This design comes from an exercise in tuning for small area, a short achievable clock period and few clock cycles per item on the open sky130 flow, not from production work.
The RTL of this run was laid out without a check of its function.
Power is estimated from default activity; no workload was simulated.

File: config.mk
export PLATFORM = sky130hd
export DESIGN_NAME = wave_gen_top
export DESIGN_NICKNAME = wave_gen_top
export VERILOG_FILES = /design/flow/design.v
export SDC_FILE = /design/flow/constraint.sdc
export NUM_CORES = 4
export LEC_CHECK = 0
export CAP_MARGIN = 20
export CORE_MARGIN = 2
export CORE_UTILIZATION = 55
export SETUP_SLACK_MARGIN = 5
export SLEW_MARGIN = 20
File: run.sh
#!/bin/bash
# synth_recipe.tcl (not shown) runs the flow's synth.tcl, then flattens the netlist and writes it again
# the make line also repeats each setting of config.mk as NAME=value (left out here)
make -C /OpenROAD-flow-scripts/flow DESIGN_CONFIG=/design/flow/config.mk WORK_HOME=/design/flow/orfs CLKGATE_MAP_FILE= SYNTH_SCRIPT=/design/flow/synth_recipe.tcl finish
File: design.v
package wave_gen_pkg;
   localparam logic [1:0] WAVE_SINE  = 2'd0;
   localparam logic [1:0] WAVE_PULSE = 2'd1;
   localparam logic [1:0] WAVE_TRI   = 2'd2;
   localparam logic [1:0] WAVE_SAW   = 2'd3;
   typedef enum logic [1:0] {
      ST_IDLE  = 2'd0,
      ST_ISSUE = 2'd1,
      ST_DRAIN = 2'd2,
      ST_DONE  = 2'd3
   } wg_state_t;
   localparam logic [1:0] RST_WAVE = WAVE_SINE;
   localparam int         RST_STEP = 0;
   localparam int         RST_MIN  = 0;
   localparam logic [6:0] RST_DUTY = 7'd50;
   localparam logic [6:0] DUTY_MAX = 7'd100;
endpackage
module sine_lut #(
   parameter int DW = 12
) (
   input  logic [9:0]    phase_i,
   output logic [DW-1:0] u_o
);
   localparam logic signed [63:0] PI_Q30 = 64'sd3373259426;
   function automatic logic [DW-2:0] entry(input int k);
      logic signed [63:0] x;
      logic signed [63:0] x2;
      logic signed [63:0] term;
      logic signed [63:0] s;
      logic signed [63:0] e;
      x    = (PI_Q30 * 64'(2 * k + 1)) / 64'sd1024;
      x2   = (x * x) >>> 30;
      term = x;
      s    = x;
      for (int n = 1; n <= 7; n++) begin
         term = -((term * x2) >>> 30) / 64'((2 * n) * (2 * n + 1));
         s    = s + term;
      end
      e = (64'((1 << (DW - 1)) - 1) * s + (64'sd1 <<< 29)) >>> 30;
      entry = e[DW-2:0];
   endfunction
   logic [DW-2:0] rom [256];
   for (genvar g = 0; g < 256; g++) begin : g_rom
      localparam logic [DW-2:0] ENTRY = entry(g);
      assign rom[g] = ENTRY;
   end
   logic [7:0]    idx;
   logic [DW-2:0] e_sel;
   always_comb begin
      idx   = phase_i[8] ? ~phase_i[7:0] : phase_i[7:0];
      e_sel = rom[idx];
      u_o   = {~phase_i[9], e_sel ^ {(DW-1){phase_i[9]}}};
   end
endmodule
module wave_gen_multi #(
   parameter int NCH = 2,
   parameter int DW  = 12,
   parameter int PW  = 24,
   localparam int CHW = (NCH > 1) ? $clog2(NCH) : 1
) (
   input  logic              CLOCK,
   input  logic              RESET,
   input  logic              tick,
   input  logic [NCH-1:0]    enable,
   input  logic              cfg_valid,
   output logic              cfg_ready,
   input  logic [CHW-1:0]    cfg_ch,
   input  logic [1:0]        cfg_wave,
   input  logic [PW-1:0]     cfg_step,
   input  logic [DW-1:0]     cfg_min,
   input  logic [DW-1:0]     cfg_max,
   input  logic [6:0]        cfg_duty,
   output logic              cfg_err,
   output logic [NCH*DW-1:0] sample,
   output logic              sample_valid,
   output logic              overrun
);
   assign cfg_ready = 1'b1;
   logic [PW-1:0]  phase_q    [NCH];
   logic [1:0]     act_wave_q [NCH];
   logic [PW-1:0]  act_step_q [NCH];
   logic [DW-1:0]  act_min_q  [NCH];
   logic [DW-1:0]  act_rng_q  [NCH];
   logic [10:0]    act_thr_q  [NCH];
   logic [1:0]     sh_wave_q  [NCH];
   logic [PW-1:0]  sh_step_q  [NCH];
   logic [DW-1:0]  sh_min_q   [NCH];
   logic [DW-1:0]  sh_rng_q   [NCH];
   logic [10:0]    sh_thr_q   [NCH];
   logic [NCH-1:0] sh_set_q;
   logic          cfg_acc;
   logic          cfg_bad;
   logic          cfg_wr;
   logic [DW-1:0] cfg_rng;
   logic [10:0]   cfg_thr;
   assign cfg_acc  = cfg_valid && cfg_ready;
   assign cfg_rng  = cfg_max - cfg_min;
   assign cfg_bad  = (cfg_min > cfg_max) || (cfg_duty > wave_gen_pkg::DUTY_MAX) ||
                     (int'(cfg_ch) >= NCH);
   assign cfg_wr   = cfg_acc && !cfg_bad;
   function automatic logic [10:0] duty_thr(input int d);
      duty_thr = 11'((d * 1024 + 99) / 100);
   endfunction
   logic [10:0] thr_rom [128];
   for (genvar g = 0; g < 128; g++) begin : g_thr
      localparam logic [10:0] THR = duty_thr(g);
      assign thr_rom[g] = THR;
   end
   assign cfg_thr = thr_rom[cfg_duty];
   logic tick_acc;
   assign tick_acc = tick && cfg_ready;
   logic [DW-1:0]  u_d    [NCH];
   logic [PW:0]    sum_w  [NCH];
   for (genvar c = 0; c < NCH; c++) begin : g_lane
      logic [PW-1:0] p;
      logic [DW-1:0] tri_t;
      logic          pulse_hi;
      logic [DW-1:0] lut_u;
      assign p     = phase_q[c];
      assign tri_t = p[PW-2 -: DW];
      assign sum_w[c] = {1'b0, p} + {1'b0, act_step_q[c]};
      sine_lut #(.DW(DW)) u_sine_lut (
         .phase_i (p[PW-1 -: 10]),
         .u_o     (lut_u)
      );
      always_comb begin
         pulse_hi = 11'(p[PW-1 -: 10]) < act_thr_q[c];
         case (act_wave_q[c])
            wave_gen_pkg::WAVE_SAW:   u_d[c] = p[PW-1 -: DW];
            wave_gen_pkg::WAVE_TRI:   u_d[c] = p[PW-1] ? ~tri_t : tri_t;
            wave_gen_pkg::WAVE_PULSE: u_d[c] = pulse_hi ? '1 : '0;
            default:                  u_d[c] = lut_u;
         endcase
         if (!enable[c]) begin
            u_d[c] = '0;
         end
      end
   end
   logic [DW-1:0]  s1_u_q   [NCH];
   logic [DW-1:0]  s1_min_q [NCH];
   logic [DW-1:0]  s1_rng_q [NCH];
   logic           s1_valid_q;
   logic           s2_valid_q;
   always_ff @(posedge CLOCK) begin
      for (int c = 0; c < NCH; c++) begin
         s1_u_q[c]   <= u_d[c];
         s1_min_q[c] <= act_min_q[c];
         s1_rng_q[c] <= act_rng_q[c];
      end
   end
   logic [2*DW-1:0] s2_s_q   [NCH];
   logic [2*DW-1:0] s2_c_q   [NCH];
   logic [DW-1:0]   s2_min_q [NCH];
   for (genvar c = 0; c < NCH; c++) begin : g_mul
      logic [2*DW-1:0] ms;
      logic [2*DW-1:0] mc;
      csa_mul u_mul (
         .a (s1_rng_q[c]),
         .b (s1_u_q[c]),
         .s (ms),
         .c (mc)
      );
      always_ff @(posedge CLOCK) begin
         s2_s_q[c]   <= ms;
         s2_c_q[c]   <= mc;
         s2_min_q[c] <= s1_min_q[c];
      end
   end
   logic [NCH*DW-1:0] sample_q;
   always_ff @(posedge CLOCK) begin
      for (int c = 0; c < NCH; c++) begin
         sample_q[c*DW +: DW] <= DW'(({s2_min_q[c], {DW{1'b0}}} + s2_s_q[c] + s2_c_q[c]) >> DW);
      end
   end
   always_ff @(posedge CLOCK) begin
      for (int c = 0; c < NCH; c++) begin
         if (cfg_wr && (cfg_ch == CHW'(c))) begin
            sh_wave_q[c] <= cfg_wave;
            sh_step_q[c] <= cfg_step;
            sh_min_q[c]  <= cfg_min;
            sh_rng_q[c]  <= cfg_rng;
            sh_thr_q[c]  <= cfg_thr;
         end
      end
   end
   logic sample_valid_q;
   logic cfg_err_q;
   logic overrun_q;
   always_ff @(posedge CLOCK or posedge RESET) begin
      if (RESET) begin
         for (int c = 0; c < NCH; c++) begin
            phase_q[c]    <= '0;
            act_wave_q[c] <= wave_gen_pkg::RST_WAVE;
            act_step_q[c] <= PW'(wave_gen_pkg::RST_STEP);
            act_min_q[c]  <= DW'(wave_gen_pkg::RST_MIN);
            act_rng_q[c]  <= '1;
            act_thr_q[c]  <= duty_thr(int'(wave_gen_pkg::RST_DUTY));
         end
         sh_set_q       <= '0;
         s1_valid_q     <= 1'b0;
         s2_valid_q     <= 1'b0;
         sample_valid_q <= 1'b0;
         cfg_err_q      <= 1'b0;
         overrun_q      <= 1'b0;
      end else begin
         for (int c = 0; c < NCH; c++) begin
            if (tick_acc) begin
               if (enable[c]) begin
                  phase_q[c] <= sum_w[c][PW-1:0];
                  if (sum_w[c][PW] && sh_set_q[c]) begin
                     act_wave_q[c] <= sh_wave_q[c];
                     act_step_q[c] <= sh_step_q[c];
                     act_min_q[c]  <= sh_min_q[c];
                     act_rng_q[c]  <= sh_rng_q[c];
                     act_thr_q[c]  <= sh_thr_q[c];
                  end
               end else begin
                  phase_q[c] <= '0;
               end
            end
            if (cfg_wr && (cfg_ch == CHW'(c))) begin
               sh_set_q[c] <= 1'b1;
               if (!enable[c]) begin
                  act_wave_q[c] <= cfg_wave;
                  act_step_q[c] <= cfg_step;
                  act_min_q[c]  <= cfg_min;
                  act_rng_q[c]  <= cfg_rng;
                  act_thr_q[c]  <= cfg_thr;
               end
            end
         end
         s1_valid_q     <= tick_acc;
         s2_valid_q     <= s1_valid_q;
         sample_valid_q <= s2_valid_q;
         cfg_err_q      <= cfg_acc && cfg_bad;
         if (tick && !cfg_ready) begin
            overrun_q <= 1'b1;
         end
      end
   end
   assign sample       = sample_q;
   assign sample_valid = sample_valid_q;
   assign cfg_err      = cfg_err_q;
   assign overrun      = overrun_q;
endmodule
module csa_mul (
   input  logic [11:0] a,
   input  logic [11:0] b,
   output logic [23:0] s,
   output logic [23:0] c
);
   logic pp1;
   logic pp2;
   logic pp3;
   logic pp4;
   logic pp5;
   logic pp6;
   logic pp7;
   logic pp8;
   logic pp9;
   logic pp10;
   logic pp11;
   logic pp12;
   logic pp13;
   logic pp14;
   logic pp15;
   logic pp16;
   logic pp17;
   logic pp18;
   logic pp19;
   logic pp20;
   logic pp21;
   logic pp22;
   logic pp23;
   logic pp24;
   logic pp25;
   logic pp26;
   logic pp27;
   logic pp28;
   logic pp29;
   logic pp30;
   logic pp31;
   logic pp32;
   logic pp33;
   logic pp34;
   logic pp35;
   logic pp36;
   logic pp37;
   logic pp38;
   logic pp39;
   logic pp40;
   logic pp41;
   logic pp42;
   logic pp43;
   logic pp44;
   logic pp45;
   logic pp46;
   logic pp47;
   logic pp48;
   logic pp49;
   logic pp50;
   logic pp51;
   logic pp52;
   logic pp53;
   logic pp54;
   logic pp55;
   logic pp56;
   logic pp57;
   logic pp58;
   logic pp59;
   logic pp60;
   logic pp61;
   logic pp62;
   logic pp63;
   logic pp64;
   logic pp65;
   logic pp66;
   logic pp67;
   logic pp68;
   logic pp69;
   logic pp70;
   logic pp71;
   logic pp72;
   logic pp73;
   logic pp74;
   logic pp75;
   logic pp76;
   logic pp77;
   logic pp78;
   logic pp79;
   logic pp80;
   logic pp81;
   logic pp82;
   logic pp83;
   logic pp84;
   logic pp85;
   logic pp86;
   logic pp87;
   logic pp88;
   logic pp89;
   logic pp90;
   logic pp91;
   logic pp92;
   logic pp93;
   logic pp94;
   logic pp95;
   logic pp96;
   logic pp97;
   logic pp98;
   logic pp99;
   logic pp100;
   logic pp101;
   logic pp102;
   logic pp103;
   logic pp104;
   logic pp105;
   logic pp106;
   logic pp107;
   logic pp108;
   logic pp109;
   logic pp110;
   logic pp111;
   logic pp112;
   logic pp113;
   logic pp114;
   logic pp115;
   logic pp116;
   logic pp117;
   logic pp118;
   logic pp119;
   logic pp120;
   logic pp121;
   logic pp122;
   logic pp123;
   logic pp124;
   logic pp125;
   logic pp126;
   logic pp127;
   logic pp128;
   logic pp129;
   logic pp130;
   logic pp131;
   logic pp132;
   logic pp133;
   logic pp134;
   logic pp135;
   logic pp136;
   logic pp137;
   logic pp138;
   logic pp139;
   logic pp140;
   logic pp141;
   logic pp142;
   logic pp143;
   logic pp144;
   logic s145;
   logic c146;
   logic s147;
   logic c148;
   logic s149;
   logic c150;
   logic s151;
   logic c152;
   logic s153;
   logic c154;
   logic s155;
   logic c156;
   logic s157;
   logic c158;
   logic s159;
   logic c160;
   logic s161;
   logic c162;
   logic s163;
   logic c164;
   logic s165;
   logic c166;
   logic s167;
   logic c168;
   logic s169;
   logic c170;
   logic s171;
   logic c172;
   logic s173;
   logic c174;
   logic s175;
   logic c176;
   logic s177;
   logic c178;
   logic s179;
   logic c180;
   logic s181;
   logic c182;
   logic s183;
   logic c184;
   logic s185;
   logic c186;
   logic s187;
   logic c188;
   logic s189;
   logic c190;
   logic s191;
   logic c192;
   logic s193;
   logic c194;
   logic s195;
   logic c196;
   logic s197;
   logic c198;
   logic s199;
   logic c200;
   logic s201;
   logic c202;
   logic s203;
   logic c204;
   logic s205;
   logic c206;
   logic s207;
   logic c208;
   logic s209;
   logic c210;
   logic s211;
   logic c212;
   logic s213;
   logic c214;
   logic s215;
   logic c216;
   logic s217;
   logic c218;
   logic s219;
   logic c220;
   logic s221;
   logic c222;
   logic s223;
   logic c224;
   logic s225;
   logic c226;
   logic s227;
   logic c228;
   logic s229;
   logic c230;
   logic s231;
   logic c232;
   logic s233;
   logic c234;
   logic s235;
   logic c236;
   logic s237;
   logic c238;
   logic s239;
   logic c240;
   logic s241;
   logic c242;
   logic s243;
   logic c244;
   logic s245;
   logic c246;
   logic s247;
   logic c248;
   logic s249;
   logic c250;
   logic s251;
   logic c252;
   logic s253;
   logic c254;
   logic s255;
   logic c256;
   logic s257;
   logic c258;
   logic s259;
   logic c260;
   logic s261;
   logic c262;
   logic s263;
   logic c264;
   logic s265;
   logic c266;
   logic s267;
   logic c268;
   logic s269;
   logic c270;
   logic s271;
   logic c272;
   logic s273;
   logic c274;
   logic s275;
   logic c276;
   logic s277;
   logic c278;
   logic s279;
   logic c280;
   logic s281;
   logic c282;
   logic s283;
   logic c284;
   logic s285;
   logic c286;
   logic s287;
   logic c288;
   logic s289;
   logic c290;
   logic s291;
   logic c292;
   logic s293;
   logic c294;
   logic s295;
   logic c296;
   logic s297;
   logic c298;
   logic s299;
   logic c300;
   logic s301;
   logic c302;
   logic s303;
   logic c304;
   logic s305;
   logic c306;
   logic s307;
   logic c308;
   logic s309;
   logic c310;
   logic s311;
   logic c312;
   logic s313;
   logic c314;
   logic s315;
   logic c316;
   logic s317;
   logic c318;
   logic s319;
   logic c320;
   logic s321;
   logic c322;
   logic s323;
   logic c324;
   logic s325;
   logic c326;
   logic s327;
   logic c328;
   logic s329;
   logic c330;
   logic s331;
   logic c332;
   logic s333;
   logic c334;
   logic s335;
   logic c336;
   logic s337;
   logic c338;
   logic s339;
   logic c340;
   logic s341;
   logic c342;
   logic s343;
   logic c344;
   logic s345;
   logic c346;
   logic s347;
   logic c348;
   logic s349;
   logic c350;
   logic s351;
   logic c352;
   logic s353;
   logic c354;
   logic s355;
   logic c356;
   logic s357;
   logic c358;
   logic s359;
   logic c360;
   logic s361;
   logic c362;
   logic s363;
   logic c364;
   logic s365;
   logic c366;
   logic s367;
   logic c368;
   logic s369;
   logic c370;
   logic s371;
   logic c372;
   logic s373;
   logic c374;
   logic s375;
   logic c376;
   logic s377;
   logic c378;
   logic s379;
   logic c380;
   logic s381;
   logic c382;
   logic s383;
   logic c384;
   logic s385;
   logic c386;
   assign pp1 = a[0] & b[0];
   assign pp2 = a[0] & b[1];
   assign pp3 = a[0] & b[2];
   assign pp4 = a[0] & b[3];
   assign pp5 = a[0] & b[4];
   assign pp6 = a[0] & b[5];
   assign pp7 = a[0] & b[6];
   assign pp8 = a[0] & b[7];
   assign pp9 = a[0] & b[8];
   assign pp10 = a[0] & b[9];
   assign pp11 = a[0] & b[10];
   assign pp12 = a[0] & b[11];
   assign pp13 = a[1] & b[0];
   assign pp14 = a[1] & b[1];
   assign pp15 = a[1] & b[2];
   assign pp16 = a[1] & b[3];
   assign pp17 = a[1] & b[4];
   assign pp18 = a[1] & b[5];
   assign pp19 = a[1] & b[6];
   assign pp20 = a[1] & b[7];
   assign pp21 = a[1] & b[8];
   assign pp22 = a[1] & b[9];
   assign pp23 = a[1] & b[10];
   assign pp24 = a[1] & b[11];
   assign pp25 = a[2] & b[0];
   assign pp26 = a[2] & b[1];
   assign pp27 = a[2] & b[2];
   assign pp28 = a[2] & b[3];
   assign pp29 = a[2] & b[4];
   assign pp30 = a[2] & b[5];
   assign pp31 = a[2] & b[6];
   assign pp32 = a[2] & b[7];
   assign pp33 = a[2] & b[8];
   assign pp34 = a[2] & b[9];
   assign pp35 = a[2] & b[10];
   assign pp36 = a[2] & b[11];
   assign pp37 = a[3] & b[0];
   assign pp38 = a[3] & b[1];
   assign pp39 = a[3] & b[2];
   assign pp40 = a[3] & b[3];
   assign pp41 = a[3] & b[4];
   assign pp42 = a[3] & b[5];
   assign pp43 = a[3] & b[6];
   assign pp44 = a[3] & b[7];
   assign pp45 = a[3] & b[8];
   assign pp46 = a[3] & b[9];
   assign pp47 = a[3] & b[10];
   assign pp48 = a[3] & b[11];
   assign pp49 = a[4] & b[0];
   assign pp50 = a[4] & b[1];
   assign pp51 = a[4] & b[2];
   assign pp52 = a[4] & b[3];
   assign pp53 = a[4] & b[4];
   assign pp54 = a[4] & b[5];
   assign pp55 = a[4] & b[6];
   assign pp56 = a[4] & b[7];
   assign pp57 = a[4] & b[8];
   assign pp58 = a[4] & b[9];
   assign pp59 = a[4] & b[10];
   assign pp60 = a[4] & b[11];
   assign pp61 = a[5] & b[0];
   assign pp62 = a[5] & b[1];
   assign pp63 = a[5] & b[2];
   assign pp64 = a[5] & b[3];
   assign pp65 = a[5] & b[4];
   assign pp66 = a[5] & b[5];
   assign pp67 = a[5] & b[6];
   assign pp68 = a[5] & b[7];
   assign pp69 = a[5] & b[8];
   assign pp70 = a[5] & b[9];
   assign pp71 = a[5] & b[10];
   assign pp72 = a[5] & b[11];
   assign pp73 = a[6] & b[0];
   assign pp74 = a[6] & b[1];
   assign pp75 = a[6] & b[2];
   assign pp76 = a[6] & b[3];
   assign pp77 = a[6] & b[4];
   assign pp78 = a[6] & b[5];
   assign pp79 = a[6] & b[6];
   assign pp80 = a[6] & b[7];
   assign pp81 = a[6] & b[8];
   assign pp82 = a[6] & b[9];
   assign pp83 = a[6] & b[10];
   assign pp84 = a[6] & b[11];
   assign pp85 = a[7] & b[0];
   assign pp86 = a[7] & b[1];
   assign pp87 = a[7] & b[2];
   assign pp88 = a[7] & b[3];
   assign pp89 = a[7] & b[4];
   assign pp90 = a[7] & b[5];
   assign pp91 = a[7] & b[6];
   assign pp92 = a[7] & b[7];
   assign pp93 = a[7] & b[8];
   assign pp94 = a[7] & b[9];
   assign pp95 = a[7] & b[10];
   assign pp96 = a[7] & b[11];
   assign pp97 = a[8] & b[0];
   assign pp98 = a[8] & b[1];
   assign pp99 = a[8] & b[2];
   assign pp100 = a[8] & b[3];
   assign pp101 = a[8] & b[4];
   assign pp102 = a[8] & b[5];
   assign pp103 = a[8] & b[6];
   assign pp104 = a[8] & b[7];
   assign pp105 = a[8] & b[8];
   assign pp106 = a[8] & b[9];
   assign pp107 = a[8] & b[10];
   assign pp108 = a[8] & b[11];
   assign pp109 = a[9] & b[0];
   assign pp110 = a[9] & b[1];
   assign pp111 = a[9] & b[2];
   assign pp112 = a[9] & b[3];
   assign pp113 = a[9] & b[4];
   assign pp114 = a[9] & b[5];
   assign pp115 = a[9] & b[6];
   assign pp116 = a[9] & b[7];
   assign pp117 = a[9] & b[8];
   assign pp118 = a[9] & b[9];
   assign pp119 = a[9] & b[10];
   assign pp120 = a[9] & b[11];
   assign pp121 = a[10] & b[0];
   assign pp122 = a[10] & b[1];
   assign pp123 = a[10] & b[2];
   assign pp124 = a[10] & b[3];
   assign pp125 = a[10] & b[4];
   assign pp126 = a[10] & b[5];
   assign pp127 = a[10] & b[6];
   assign pp128 = a[10] & b[7];
   assign pp129 = a[10] & b[8];
   assign pp130 = a[10] & b[9];
   assign pp131 = a[10] & b[10];
   assign pp132 = a[10] & b[11];
   assign pp133 = a[11] & b[0];
   assign pp134 = a[11] & b[1];
   assign pp135 = a[11] & b[2];
   assign pp136 = a[11] & b[3];
   assign pp137 = a[11] & b[4];
   assign pp138 = a[11] & b[5];
   assign pp139 = a[11] & b[6];
   assign pp140 = a[11] & b[7];
   assign pp141 = a[11] & b[8];
   assign pp142 = a[11] & b[9];
   assign pp143 = a[11] & b[10];
   assign pp144 = a[11] & b[11];
   assign s145 = pp9 ^ pp20;
   assign c146 = pp9 & pp20;
   assign s147 = pp10 ^ pp21 ^ pp32;
   assign c148 = (pp10 & pp21) | (pp10 & pp32) | (pp21 & pp32);
   assign s149 = pp43 ^ pp54;
   assign c150 = pp43 & pp54;
   assign s151 = pp11 ^ pp22 ^ pp33;
   assign c152 = (pp11 & pp22) | (pp11 & pp33) | (pp22 & pp33);
   assign s153 = pp44 ^ pp55 ^ pp66;
   assign c154 = (pp44 & pp55) | (pp44 & pp66) | (pp55 & pp66);
   assign s155 = pp77 ^ pp88;
   assign c156 = pp77 & pp88;
   assign s157 = pp12 ^ pp23 ^ pp34;
   assign c158 = (pp12 & pp23) | (pp12 & pp34) | (pp23 & pp34);
   assign s159 = pp45 ^ pp56 ^ pp67;
   assign c160 = (pp45 & pp56) | (pp45 & pp67) | (pp56 & pp67);
   assign s161 = pp78 ^ pp89 ^ pp100;
   assign c162 = (pp78 & pp89) | (pp78 & pp100) | (pp89 & pp100);
   assign s163 = pp111 ^ pp122;
   assign c164 = pp111 & pp122;
   assign s165 = pp24 ^ pp35 ^ pp46;
   assign c166 = (pp24 & pp35) | (pp24 & pp46) | (pp35 & pp46);
   assign s167 = pp57 ^ pp68 ^ pp79;
   assign c168 = (pp57 & pp68) | (pp57 & pp79) | (pp68 & pp79);
   assign s169 = pp90 ^ pp101 ^ pp112;
   assign c170 = (pp90 & pp101) | (pp90 & pp112) | (pp101 & pp112);
   assign s171 = pp36 ^ pp47 ^ pp58;
   assign c172 = (pp36 & pp47) | (pp36 & pp58) | (pp47 & pp58);
   assign s173 = pp69 ^ pp80 ^ pp91;
   assign c174 = (pp69 & pp80) | (pp69 & pp91) | (pp80 & pp91);
   assign s175 = pp48 ^ pp59 ^ pp70;
   assign c176 = (pp48 & pp59) | (pp48 & pp70) | (pp59 & pp70);
   assign s177 = pp6 ^ pp17;
   assign c178 = pp6 & pp17;
   assign s179 = pp7 ^ pp18 ^ pp29;
   assign c180 = (pp7 & pp18) | (pp7 & pp29) | (pp18 & pp29);
   assign s181 = pp40 ^ pp51;
   assign c182 = pp40 & pp51;
   assign s183 = pp8 ^ pp19 ^ pp30;
   assign c184 = (pp8 & pp19) | (pp8 & pp30) | (pp19 & pp30);
   assign s185 = pp41 ^ pp52 ^ pp63;
   assign c186 = (pp41 & pp52) | (pp41 & pp63) | (pp52 & pp63);
   assign s187 = pp74 ^ pp85;
   assign c188 = pp74 & pp85;
   assign s189 = s145 ^ pp31 ^ pp42;
   assign c190 = (s145 & pp31) | (s145 & pp42) | (pp31 & pp42);
   assign s191 = pp53 ^ pp64 ^ pp75;
   assign c192 = (pp53 & pp64) | (pp53 & pp75) | (pp64 & pp75);
   assign s193 = pp86 ^ pp97 ^ b[8];
   assign c194 = (pp86 & pp97) | (pp86 & b[8]) | (pp97 & b[8]);
   assign s195 = s147 ^ s149 ^ pp65;
   assign c196 = (s147 & s149) | (s147 & pp65) | (s149 & pp65);
   assign s197 = pp76 ^ pp87 ^ pp98;
   assign c198 = (pp76 & pp87) | (pp76 & pp98) | (pp87 & pp98);
   assign s199 = pp109 ^ b[9] ^ c146;
   assign c200 = (pp109 & b[9]) | (pp109 & c146) | (b[9] & c146);
   assign s201 = s151 ^ s153 ^ s155;
   assign c202 = (s151 & s153) | (s151 & s155) | (s153 & s155);
   assign s203 = pp99 ^ pp110 ^ pp121;
   assign c204 = (pp99 & pp110) | (pp99 & pp121) | (pp110 & pp121);
   assign s205 = b[10] ^ c148 ^ c150;
   assign c206 = (b[10] & c148) | (b[10] & c150) | (c148 & c150);
   assign s207 = s157 ^ s159 ^ s161;
   assign c208 = (s157 & s159) | (s157 & s161) | (s159 & s161);
   assign s209 = s163 ^ pp133 ^ b[11];
   assign c210 = (s163 & pp133) | (s163 & b[11]) | (pp133 & b[11]);
   assign s211 = c152 ^ c154 ^ c156;
   assign c212 = (c152 & c154) | (c152 & c156) | (c154 & c156);
   assign s213 = s165 ^ s167 ^ s169;
   assign c214 = (s165 & s167) | (s165 & s169) | (s167 & s169);
   assign s215 = pp123 ^ pp134 ^ c158;
   assign c216 = (pp123 & pp134) | (pp123 & c158) | (pp134 & c158);
   assign s217 = c160 ^ c162 ^ c164;
   assign c218 = (c160 & c162) | (c160 & c164) | (c162 & c164);
   assign s219 = s171 ^ s173 ^ pp102;
   assign c220 = (s171 & s173) | (s171 & pp102) | (s173 & pp102);
   assign s221 = pp113 ^ pp124 ^ pp135;
   assign c222 = (pp113 & pp124) | (pp113 & pp135) | (pp124 & pp135);
   assign s223 = c166 ^ c168 ^ c170;
   assign c224 = (c166 & c168) | (c166 & c170) | (c168 & c170);
   assign s225 = s175 ^ pp81 ^ pp92;
   assign c226 = (s175 & pp81) | (s175 & pp92) | (pp81 & pp92);
   assign s227 = pp103 ^ pp114 ^ pp125;
   assign c228 = (pp103 & pp114) | (pp103 & pp125) | (pp114 & pp125);
   assign s229 = pp136 ^ c172 ^ c174;
   assign c230 = (pp136 & c172) | (pp136 & c174) | (c172 & c174);
   assign s231 = pp60 ^ pp71 ^ pp82;
   assign c232 = (pp60 & pp71) | (pp60 & pp82) | (pp71 & pp82);
   assign s233 = pp93 ^ pp104 ^ pp115;
   assign c234 = (pp93 & pp104) | (pp93 & pp115) | (pp104 & pp115);
   assign s235 = pp126 ^ pp137 ^ c176;
   assign c236 = (pp126 & pp137) | (pp126 & c176) | (pp137 & c176);
   assign s237 = pp72 ^ pp83 ^ pp94;
   assign c238 = (pp72 & pp83) | (pp72 & pp94) | (pp83 & pp94);
   assign s239 = pp105 ^ pp116 ^ pp127;
   assign c240 = (pp105 & pp116) | (pp105 & pp127) | (pp116 & pp127);
   assign s241 = pp84 ^ pp95 ^ pp106;
   assign c242 = (pp84 & pp95) | (pp84 & pp106) | (pp95 & pp106);
   assign s243 = pp4 ^ pp15;
   assign c244 = pp4 & pp15;
   assign s245 = pp5 ^ pp16 ^ pp27;
   assign c246 = (pp5 & pp16) | (pp5 & pp27) | (pp16 & pp27);
   assign s247 = pp38 ^ pp49;
   assign c248 = pp38 & pp49;
   assign s249 = s177 ^ pp28 ^ pp39;
   assign c250 = (s177 & pp28) | (s177 & pp39) | (pp28 & pp39);
   assign s251 = pp50 ^ pp61 ^ b[5];
   assign c252 = (pp50 & pp61) | (pp50 & b[5]) | (pp61 & b[5]);
   assign s253 = s179 ^ s181 ^ pp62;
   assign c254 = (s179 & s181) | (s179 & pp62) | (s181 & pp62);
   assign s255 = pp73 ^ b[6] ^ c178;
   assign c256 = (pp73 & b[6]) | (pp73 & c178) | (b[6] & c178);
   assign s257 = s183 ^ s185 ^ s187;
   assign c258 = (s183 & s185) | (s183 & s187) | (s185 & s187);
   assign s259 = b[7] ^ c180 ^ c182;
   assign c260 = (b[7] & c180) | (b[7] & c182) | (c180 & c182);
   assign s261 = s189 ^ s191 ^ s193;
   assign c262 = (s189 & s191) | (s189 & s193) | (s191 & s193);
   assign s263 = c184 ^ c186 ^ c188;
   assign c264 = (c184 & c186) | (c184 & c188) | (c186 & c188);
   assign s265 = s195 ^ s197 ^ s199;
   assign c266 = (s195 & s197) | (s195 & s199) | (s197 & s199);
   assign s267 = c190 ^ c192 ^ c194;
   assign c268 = (c190 & c192) | (c190 & c194) | (c192 & c194);
   assign s269 = s201 ^ s203 ^ s205;
   assign c270 = (s201 & s203) | (s201 & s205) | (s203 & s205);
   assign s271 = c196 ^ c198 ^ c200;
   assign c272 = (c196 & c198) | (c196 & c200) | (c198 & c200);
   assign s273 = s207 ^ s209 ^ s211;
   assign c274 = (s207 & s209) | (s207 & s211) | (s209 & s211);
   assign s275 = c202 ^ c204 ^ c206;
   assign c276 = (c202 & c204) | (c202 & c206) | (c204 & c206);
   assign s277 = s213 ^ s215 ^ s217;
   assign c278 = (s213 & s215) | (s213 & s217) | (s215 & s217);
   assign s279 = c208 ^ c210 ^ c212;
   assign c280 = (c208 & c210) | (c208 & c212) | (c210 & c212);
   assign s281 = s219 ^ s221 ^ s223;
   assign c282 = (s219 & s221) | (s219 & s223) | (s221 & s223);
   assign s283 = c214 ^ c216 ^ c218;
   assign c284 = (c214 & c216) | (c214 & c218) | (c216 & c218);
   assign s285 = s225 ^ s227 ^ s229;
   assign c286 = (s225 & s227) | (s225 & s229) | (s227 & s229);
   assign s287 = c220 ^ c222 ^ c224;
   assign c288 = (c220 & c222) | (c220 & c224) | (c222 & c224);
   assign s289 = s231 ^ s233 ^ s235;
   assign c290 = (s231 & s233) | (s231 & s235) | (s233 & s235);
   assign s291 = c226 ^ c228 ^ c230;
   assign c292 = (c226 & c228) | (c226 & c230) | (c228 & c230);
   assign s293 = s237 ^ s239 ^ pp138;
   assign c294 = (s237 & s239) | (s237 & pp138) | (s239 & pp138);
   assign s295 = c232 ^ c234 ^ c236;
   assign c296 = (c232 & c234) | (c232 & c236) | (c234 & c236);
   assign s297 = s241 ^ pp117 ^ pp128;
   assign c298 = (s241 & pp117) | (s241 & pp128) | (pp117 & pp128);
   assign s299 = pp139 ^ c238 ^ c240;
   assign c300 = (pp139 & c238) | (pp139 & c240) | (c238 & c240);
   assign s301 = pp96 ^ pp107 ^ pp118;
   assign c302 = (pp96 & pp107) | (pp96 & pp118) | (pp107 & pp118);
   assign s303 = pp129 ^ pp140 ^ c242;
   assign c304 = (pp129 & pp140) | (pp129 & c242) | (pp140 & c242);
   assign s305 = pp108 ^ pp119 ^ pp130;
   assign c306 = (pp108 & pp119) | (pp108 & pp130) | (pp119 & pp130);
   assign s307 = pp3 ^ pp14;
   assign c308 = pp3 & pp14;
   assign s309 = s243 ^ pp26 ^ pp37;
   assign c310 = (s243 & pp26) | (s243 & pp37) | (pp26 & pp37);
   assign s311 = s245 ^ s247 ^ b[4];
   assign c312 = (s245 & s247) | (s245 & b[4]) | (s247 & b[4]);
   assign s313 = s249 ^ s251 ^ c246;
   assign c314 = (s249 & s251) | (s249 & c246) | (s251 & c246);
   assign s315 = s253 ^ s255 ^ c250;
   assign c316 = (s253 & s255) | (s253 & c250) | (s255 & c250);
   assign s317 = s257 ^ s259 ^ c254;
   assign c318 = (s257 & s259) | (s257 & c254) | (s259 & c254);
   assign s319 = s261 ^ s263 ^ c258;
   assign c320 = (s261 & s263) | (s261 & c258) | (s263 & c258);
   assign s321 = s265 ^ s267 ^ c262;
   assign c322 = (s265 & s267) | (s265 & c262) | (s267 & c262);
   assign s323 = s269 ^ s271 ^ c266;
   assign c324 = (s269 & s271) | (s269 & c266) | (s271 & c266);
   assign s325 = s273 ^ s275 ^ c270;
   assign c326 = (s273 & s275) | (s273 & c270) | (s275 & c270);
   assign s327 = s277 ^ s279 ^ c274;
   assign c328 = (s277 & s279) | (s277 & c274) | (s279 & c274);
   assign s329 = s281 ^ s283 ^ c278;
   assign c330 = (s281 & s283) | (s281 & c278) | (s283 & c278);
   assign s331 = s285 ^ s287 ^ c282;
   assign c332 = (s285 & s287) | (s285 & c282) | (s287 & c282);
   assign s333 = s289 ^ s291 ^ c286;
   assign c334 = (s289 & s291) | (s289 & c286) | (s291 & c286);
   assign s335 = s293 ^ s295 ^ c290;
   assign c336 = (s293 & s295) | (s293 & c290) | (s295 & c290);
   assign s337 = s297 ^ s299 ^ c294;
   assign c338 = (s297 & s299) | (s297 & c294) | (s299 & c294);
   assign s339 = s301 ^ s303 ^ c298;
   assign c340 = (s301 & s303) | (s301 & c298) | (s303 & c298);
   assign s341 = s305 ^ pp141 ^ c302;
   assign c342 = (s305 & pp141) | (s305 & c302) | (pp141 & c302);
   assign s343 = pp120 ^ pp131 ^ pp142;
   assign c344 = (pp120 & pp131) | (pp120 & pp142) | (pp131 & pp142);
   assign s345 = pp2 ^ pp13;
   assign c346 = pp2 & pp13;
   assign s347 = s307 ^ pp25 ^ b[2];
   assign c348 = (s307 & pp25) | (s307 & b[2]) | (pp25 & b[2]);
   assign s349 = s309 ^ b[3] ^ c308;
   assign c350 = (s309 & b[3]) | (s309 & c308) | (b[3] & c308);
   assign s351 = s311 ^ c244 ^ c310;
   assign c352 = (s311 & c244) | (s311 & c310) | (c244 & c310);
   assign s353 = s313 ^ c248 ^ c312;
   assign c354 = (s313 & c248) | (s313 & c312) | (c248 & c312);
   assign s355 = s315 ^ c252 ^ c314;
   assign c356 = (s315 & c252) | (s315 & c314) | (c252 & c314);
   assign s357 = s317 ^ c256 ^ c316;
   assign c358 = (s317 & c256) | (s317 & c316) | (c256 & c316);
   assign s359 = s319 ^ c260 ^ c318;
   assign c360 = (s319 & c260) | (s319 & c318) | (c260 & c318);
   assign s361 = s321 ^ c264 ^ c320;
   assign c362 = (s321 & c264) | (s321 & c320) | (c264 & c320);
   assign s363 = s323 ^ c268 ^ c322;
   assign c364 = (s323 & c268) | (s323 & c322) | (c268 & c322);
   assign s365 = s325 ^ c272 ^ c324;
   assign c366 = (s325 & c272) | (s325 & c324) | (c272 & c324);
   assign s367 = s327 ^ c276 ^ c326;
   assign c368 = (s327 & c276) | (s327 & c326) | (c276 & c326);
   assign s369 = s329 ^ c280 ^ c328;
   assign c370 = (s329 & c280) | (s329 & c328) | (c280 & c328);
   assign s371 = s331 ^ c284 ^ c330;
   assign c372 = (s331 & c284) | (s331 & c330) | (c284 & c330);
   assign s373 = s333 ^ c288 ^ c332;
   assign c374 = (s333 & c288) | (s333 & c332) | (c288 & c332);
   assign s375 = s335 ^ c292 ^ c334;
   assign c376 = (s335 & c292) | (s335 & c334) | (c292 & c334);
   assign s377 = s337 ^ c296 ^ c336;
   assign c378 = (s337 & c296) | (s337 & c336) | (c296 & c336);
   assign s379 = s339 ^ c300 ^ c338;
   assign c380 = (s339 & c300) | (s339 & c338) | (c300 & c338);
   assign s381 = s341 ^ c304 ^ c340;
   assign c382 = (s341 & c304) | (s341 & c340) | (c304 & c340);
   assign s383 = s343 ^ c306 ^ c342;
   assign c384 = (s343 & c306) | (s343 & c342) | (c306 & c342);
   assign s385 = pp132 ^ pp143 ^ c344;
   assign c386 = (pp132 & pp143) | (pp132 & c344) | (pp143 & c344);
   assign s[0] = pp1;
   assign c[0] = b[0];
   assign s[1] = s345;
   assign c[1] = b[1];
   assign s[2] = s347;
   assign c[2] = c346;
   assign s[3] = s349;
   assign c[3] = c348;
   assign s[4] = s351;
   assign c[4] = c350;
   assign s[5] = s353;
   assign c[5] = c352;
   assign s[6] = s355;
   assign c[6] = c354;
   assign s[7] = s357;
   assign c[7] = c356;
   assign s[8] = s359;
   assign c[8] = c358;
   assign s[9] = s361;
   assign c[9] = c360;
   assign s[10] = s363;
   assign c[10] = c362;
   assign s[11] = s365;
   assign c[11] = c364;
   assign s[12] = s367;
   assign c[12] = c366;
   assign s[13] = s369;
   assign c[13] = c368;
   assign s[14] = s371;
   assign c[14] = c370;
   assign s[15] = s373;
   assign c[15] = c372;
   assign s[16] = s375;
   assign c[16] = c374;
   assign s[17] = s377;
   assign c[17] = c376;
   assign s[18] = s379;
   assign c[18] = c378;
   assign s[19] = s381;
   assign c[19] = c380;
   assign s[20] = s383;
   assign c[20] = c382;
   assign s[21] = s385;
   assign c[21] = c384;
   assign s[22] = pp144;
   assign c[22] = c386;
   assign s[23] = 1'b0;
   assign c[23] = 1'b0;
endmodule
module wave_gen_top (
   input  logic         CLOCK,
   input  logic         RESET,
   input  logic         tick,
   input  logic [5:0]   enable,
   input  logic         cfg_valid,
   output logic         cfg_ready,
   input  logic [2:0]   cfg_ch,
   input  logic [1:0]   cfg_wave,
   input  logic [23:0]  cfg_step,
   input  logic [11:0]  cfg_min,
   input  logic [11:0]  cfg_max,
   input  logic [6:0]   cfg_duty,
   output logic         cfg_err,
   output logic [71:0]  sample,
   output logic         sample_valid,
   output logic         overrun
);
   wave_gen_multi #(.NCH(6), .DW(12), .PW(24)) u_gen (
      .CLOCK        (CLOCK),
      .RESET        (RESET),
      .tick         (tick),
      .enable       (enable),
      .cfg_valid    (cfg_valid),
      .cfg_ready    (cfg_ready),
      .cfg_ch       (cfg_ch),
      .cfg_wave     (cfg_wave),
      .cfg_step     (cfg_step),
      .cfg_min      (cfg_min),
      .cfg_max      (cfg_max),
      .cfg_duty     (cfg_duty),
      .cfg_err      (cfg_err),
      .sample       (sample),
      .sample_valid (sample_valid),
      .overrun      (overrun)
   );
endmodule
File: constraint.sdc
create_clock -name core_clock -period 9.0 [get_ports {CLOCK}]
set_input_delay 1.8000 -clock core_clock [delete_from_list [all_inputs] [get_ports {CLOCK}]]
set_output_delay 1.8000 -clock core_clock [all_outputs]
set_load 0.01 [all_outputs]
==> out/metrics.yaml <==
place:
  portBuffers: 143
  place.detailed.hpwl_um: 300000
  postPlaceCellArea_mm2: 0.113
  gp_congestion: 1.06
status:
  layout.failed_checks: "max-capacitance violations, max-slew violations"
  outcome: "failed layout checks"
min_path:
  hold_start: "u_gen.s1_min_q[5][2]$_DFF_P_"
  hp-class: "flop to flop"
synth:
  post_synth_num_cell_types: 112
  synthFlopType: "sky130_fd_sc_hd__dfxtp_1"
  synth_seq_cells: 1522
  async_flop_share_pct: 34.2
  synthesis.yosys.warnings: 43
  synthesis.area_mm2: 0.109
  postSynthAreaPerCell_um2: 9.26
  synth_enable_flop_cells: 366
  net_count_after_synthesis: 13000
  syn-instance-count: 11800
  seq_area_frac_synth_pct: 33.8
global_route:
  busiest_layer: "met2"
  gr-usage-met1_pct: 53.4
  use_met3_pct: 11.4
  met2_usage_pct: 64.6
  grt_start_max_net_pins: 145
  gr-usage-all-layers_pct: 42.2
  vias_in_the_first_global_route: 99900
  grt-ovfl-total: 0
  number_of_antenna_violations_at_the_first_check_in_global_routing: 51
  grt_pass1_wl_um: 648000
detailed_routing:
  route.detailed.wl_per_inst_um: 32.9
  route.final.wire_length_um: 484000
  drtIter0Drc: 17800
  detailroute.via_count: 107000
  drt_pre_antenna_iters: 14
  count_of_antenna_violating_nets_left_after_detailed_routing: 0
  post-route-drc-count: 0
  drt_via_density: 7.26
final_layout:
  seqCellArea_mm2: 0.0369
  finish.instance_area_mm2: 0.128
  finish.net_count: 13200
  layout.filler_cells: 14600
  syn_to_final_growth_pct: 17.1
  layout-drive-gt1-share_pct: 15.4
  multiInputGateArea_mm2: 0.0693
worst_setup_path:
  startpoint: "cfg_min[2]"
  worst-setup-path-type: "primary input to flop"
  critPathLaunchType: "primary input"
  cp_cell_sequence: "buf_16 > clkinvlp_4 > ha_4 > nor2b_2 > o21a_1 > o21ai_2 > a21oi_2 > o211ai_1 > buf_4 > a21oi_4 > buf_6 > nor2_4 > buf_6 > nor4_4 > buf_4 > a21o_4 > buf_12 > o221a_2"
  setup.worst_path.end_class: "flop"
  cp_max_fo: 7
  worstPathArrival_ns: 5.24
  critical_path.n_buffers_inverters: 7
  timing.critical_path.slowest_cell_delay_ns: 0.33
  worst_ep_required_time_ns: 9.66
  worst_path_max_delay_cell: "sky130_fd_sc_hd__nor2_4"
  regToRegStartpoint: "u_gen.act_step_q[0][2]$_DFF_PP0_"
  cp_top_family: "compound AO/OA/AOI/OAI gates"
clock_network:
  cts_root_buf: "sky130_fd_sc_hd__clkbuf_16"
  cts.sink_count: 1522
  htree_levels: 4
  worstSkewPairLatency_ns: 0.87
  cts-buffers-inserted: 159
  cts.clk_slew.worst_paths_ns: 0.07
  clock_path_buffers: 3
  tritoncts: "built"
sta:
  finalHoldViolations: 0
  grt_setup_unrepaired: "true"
  period_share_pct: 50.9
  fmax_mhz: 218
  worst-slew-pin-transition_ns: 1.63
  clock-skew-final_ns: 0.0875
  final_layout_setup_total_negative_slack_ns: 0
  timing.final.crit_period_ns: 4.58
  number_of_endpoints_failing_setup_at_the_final_stage: 0
  maxSlewViolCount: 47
  relative_slew_margins_pct: -9.17
power:
  worst_ir_drop_vdd_uv: 230
  leakage_power_of_the_design_nw: 54.5
  power.density_mw_per_mm2: 345
die:
  floorplan.die.height_um: 449
  top_level_ports: 146
  die_width_um: 449
  core_mm2: 0.197
  fp_rows: 163
  floorplan.die_area_mm2: 0.202
  floorplan.initialDensity_pct: 55.3
run:
  maxCapViolCount: 3
[area by class of cell]
class	instances	area share, %
clock buffer	209	3.52
tap	2640	2.59
sequential	1522	28.9
antenna	35	0.0686
inverter	929	2.77
timing repair buffer	765	6.97
multi-input combinational	8524	54.3
clock inverter	89	0.881
[metal layers]
layer	part of all wire, %	up-vias
li1	-	42500
met1	34	51600
met2	42	9520
met3	14	3130
met4	9.5	34
met5	0.14	-
[power by group]
group	leakage (nW)	switching, mW	internal [mW]
combinational	36.8	15.5	9.27
clock	2.75	3.16	3.99
sequential	15.0	2.91	9.20
[cell usage in the layout (no fill, tap or decap), types with 56 or more instances in the layout]
cell	synthesis	layout
sky130_fd_sc_hd__o21ai_2	0	66
sky130_fd_sc_hd__a22oi_1	235	204
sky130_fd_sc_hd__o21ai_0	629	531
sky130_fd_sc_hd__nand3_1	283	221
sky130_fd_sc_hd__o2bb2ai_1	68	68
sky130_fd_sc_hd__inv_1	911	901
sky130_fd_sc_hd__a221oi_1	73	67
sky130_fd_sc_hd__nand2_1	1080	999
sky130_fd_sc_hd__o22ai_1	493	410
sky130_fd_sc_hd__dfstp_2	78	78
sky130_fd_sc_hd__buf_4	24	386
sky130_fd_sc_hd__o211ai_1	122	122
sky130_fd_sc_hd__nor2_1	506	481
sky130_fd_sc_hd__and2_1	604	600
sky130_fd_sc_hd__nand2b_1	174	145
sky130_fd_sc_hd__nand3_2	0	62
sky130_fd_sc_hd__clkdlybuf4s50_1	0	112
sky130_fd_sc_hd__a211oi_1	86	77
sky130_fd_sc_hd__nor2b_1	110	102
sky130_fd_sc_hd__edfxtp_1	366	366
sky130_fd_sc_hd__dfrtp_1	442	409
sky130_fd_sc_hd__clkbuf_16	0	224
sky130_fd_sc_hd__xnor2_1	178	175
sky130_fd_sc_hd__a21o_1	102	101
sky130_fd_sc_hd__nand4_1	79	79
sky130_fd_sc_hd__buf_12	0	76
sky130_fd_sc_hd__a21oi_1	615	553
sky130_fd_sc_hd__ha_1	468	461
sky130_fd_sc_hd__xor2_1	102	101
sky130_fd_sc_hd__dfxtp_1	636	633
sky130_fd_sc_hd__nand3b_1	59	59
sky130_fd_sc_hd__o22ai_2	6	78
sky130_fd_sc_hd__fa_1	733	732
sky130_fd_sc_hd__mux2i_1	193	188
sky130_fd_sc_hd__buf_6	9	62
sky130_fd_sc_hd__nor3_1	182	177
sky130_fd_sc_hd__and3_1	57	56
sky130_fd_sc_hd__a31oi_1	133	128
[per-stage QoR]
| step | worst slack, ns | hold slack, ns | util, % | std cells | total power, mW |
|---|---|---|---|---|---|
| 5_1_grt | 4.49 | 0.323 | 64.7 | 14700 | 46.2 |
| 3_5_place_dp | 2.14 | 0.313 | 57.5 | 14100 | 34.1 |
| 2_1_floorplan | 0.199 | 0.310 | - | 11800 | 26.0 |
| 6_report | 4.42 | 0.323 | 64.7 | 14700 | 44.0 |
| 4_1_cts | 4.95 | 0.311 | 61.6 | 14500 | 41.7 |
| 3_3_place_gp | 2.27 | 0.313 | 57.5 | 14100 | 33.4 |
[state kept, by name, indices dropped and copies added, names as in the netlist, 138 cells and up]
signal / flops
u_gen.s2_s_q: 138
u_gen.sh_step_q: 144
u_gen.s2_c_q: 138
u_gen.act_step_q: 144
u_gen.phase_q: 144
[logic make-up (layout without fill, tap and decap cells)]
family / count (synthesis) / after routing / share of synthesized area, %
adders and majority gates: 1203 / 1203 / 18.9
xor gates and xnor gates: 280 / 280 / 2.25
other: 2 / 37 / 0.00689
buffers and inverters: 1751 / 1992 / 6.41
DFF: 1522 / 1522 / 33.8
and+or+nand+nor: 3505 / 3528 / 16.4
AOI/OAI and AO/OA: 3307 / 3312 / 20.4
muxes: 199 / 199 / 1.86
[worst register-to-register path, cell delays in order (launching register included)]
cell	delay, ns
sky130_fd_sc_hd__dfrtp_1	0.41
sky130_fd_sc_hd__ha_1	0.37
sky130_fd_sc_hd__nor2b_1	0.18
sky130_fd_sc_hd__o21a_1	0.21
sky130_fd_sc_hd__o21ai_0	0.32
sky130_fd_sc_hd__a21oi_1	0.15
sky130_fd_sc_hd__a21boi_0	0.36
sky130_fd_sc_hd__o21ai_1	0.22
sky130_fd_sc_hd__o21ai_0	0.41
sky130_fd_sc_hd__o2111ai_2	0.29
sky130_fd_sc_hd__nand2_4	0.53
sky130_fd_sc_hd__buf_6	0.49
sky130_fd_sc_hd__o221a_2	0.39
[cell usage after synthesis (all sizes together) (50+ instances only)]
cell type / instances / area (µm²)
o21ai: 637 / 3190
inv: 912 / 3420
nor2b: 110 / 688
and3: 57 / 357
dfrtp: 442 / 11100
edfxtp: 366 / 11000
dfstp: 78 / 2050
mux2i: 194 / 1950
ha: 468 / 5860
nand3b: 59 / 443
o22ai: 499 / 3160
o211ai: 122 / 916
nor4: 77 / 539
nor2: 508 / 1910
o21a: 52 / 390
or2: 57 / 357
buf: 301 / 1540
xnor2: 178 / 1560
nand2: 1086 / 4090
a21o: 102 / 766
o2111ai: 55 / 482
o2bb2ai: 68 / 596
or3: 56 / 355
a31oi: 133 / 832
o31ai: 50 / 375
a21oi: 616 / 3090
and2: 608 / 3800
nand4: 79 / 494
clkbuf: 521 / 1960
dfxtp: 636 / 12700
fa: 733 / 14700
o221a: 70 / 788
a221oi: 73 / 639
o221ai: 50 / 438
nand3: 283 / 1420
nor3: 183 / 921
nand2b: 175 / 1100
xor2: 102 / 893
a22oi: 248 / 1940
a211oi: 87 / 658
[worst paths after layout]
path,end,slack (ns),depth (start not counted)
max reg2reg,u_gen.act_step_q[0][19]$_DFF_PP0_,4.54,12
min in group asynchronous,u_gen.phase_q[4][14]$_DFFE_PP0P_,1.48,2
max,u_gen.act_step_q[0][19]$_DFF_PP0_,4.42,18
min,u_gen.s2_min_q[5][2]$_DFF_P_,0.32,0
max in group asynchronous,u_gen.phase_q[3][11]$_DFFE_PP0P_,5.82,4
min reg2reg,u_gen.s2_min_q[5][2]$_DFF_P_,0.32,0
[what timing repair did]
item	in CTS	in global routing
gates resized for setup	323	916
setup buffers	63	101
hold endpoints to repair	0	0
gates cloned	34	100
hold buffers	0	0
pin swaps	42	272
endpoints found under the setup margin	889	805

-- what the ideal ports hide --
In the flow no input, the clock included, has a driving cell. The finished layout below was timed again as built, in two steps. Step 1 (the two cells are an assumption about what drives the block):
set clk [get_ports {CLOCK}]
set_driving_cell -lib_cell sky130_fd_sc_hd__clkbuf_16 $clk
set_driving_cell -lib_cell sky130_fd_sc_hd__buf_2 [delete_from_list [all_inputs] $clk]
Step 2 also shifts input and output timing later by t, the mid clock arrival at the registers, as if the neighbouring blocks saw the same clock. Slacks: no drivers / after step 1 / after step 2; pairs: no drivers / after step 1.
t, ns: 0.920
setup slack, ns: 4.423 / 4.426 / 3.506
worst setup path at the end: input to register
slew at the worst register clock pin (ns): 0.08 / 0.08
worst slew at a driven data input, ns: 0.29
For this run, drivers alone change the setup slack by +0.003 ns; drivers and shift together by -0.917 ns.
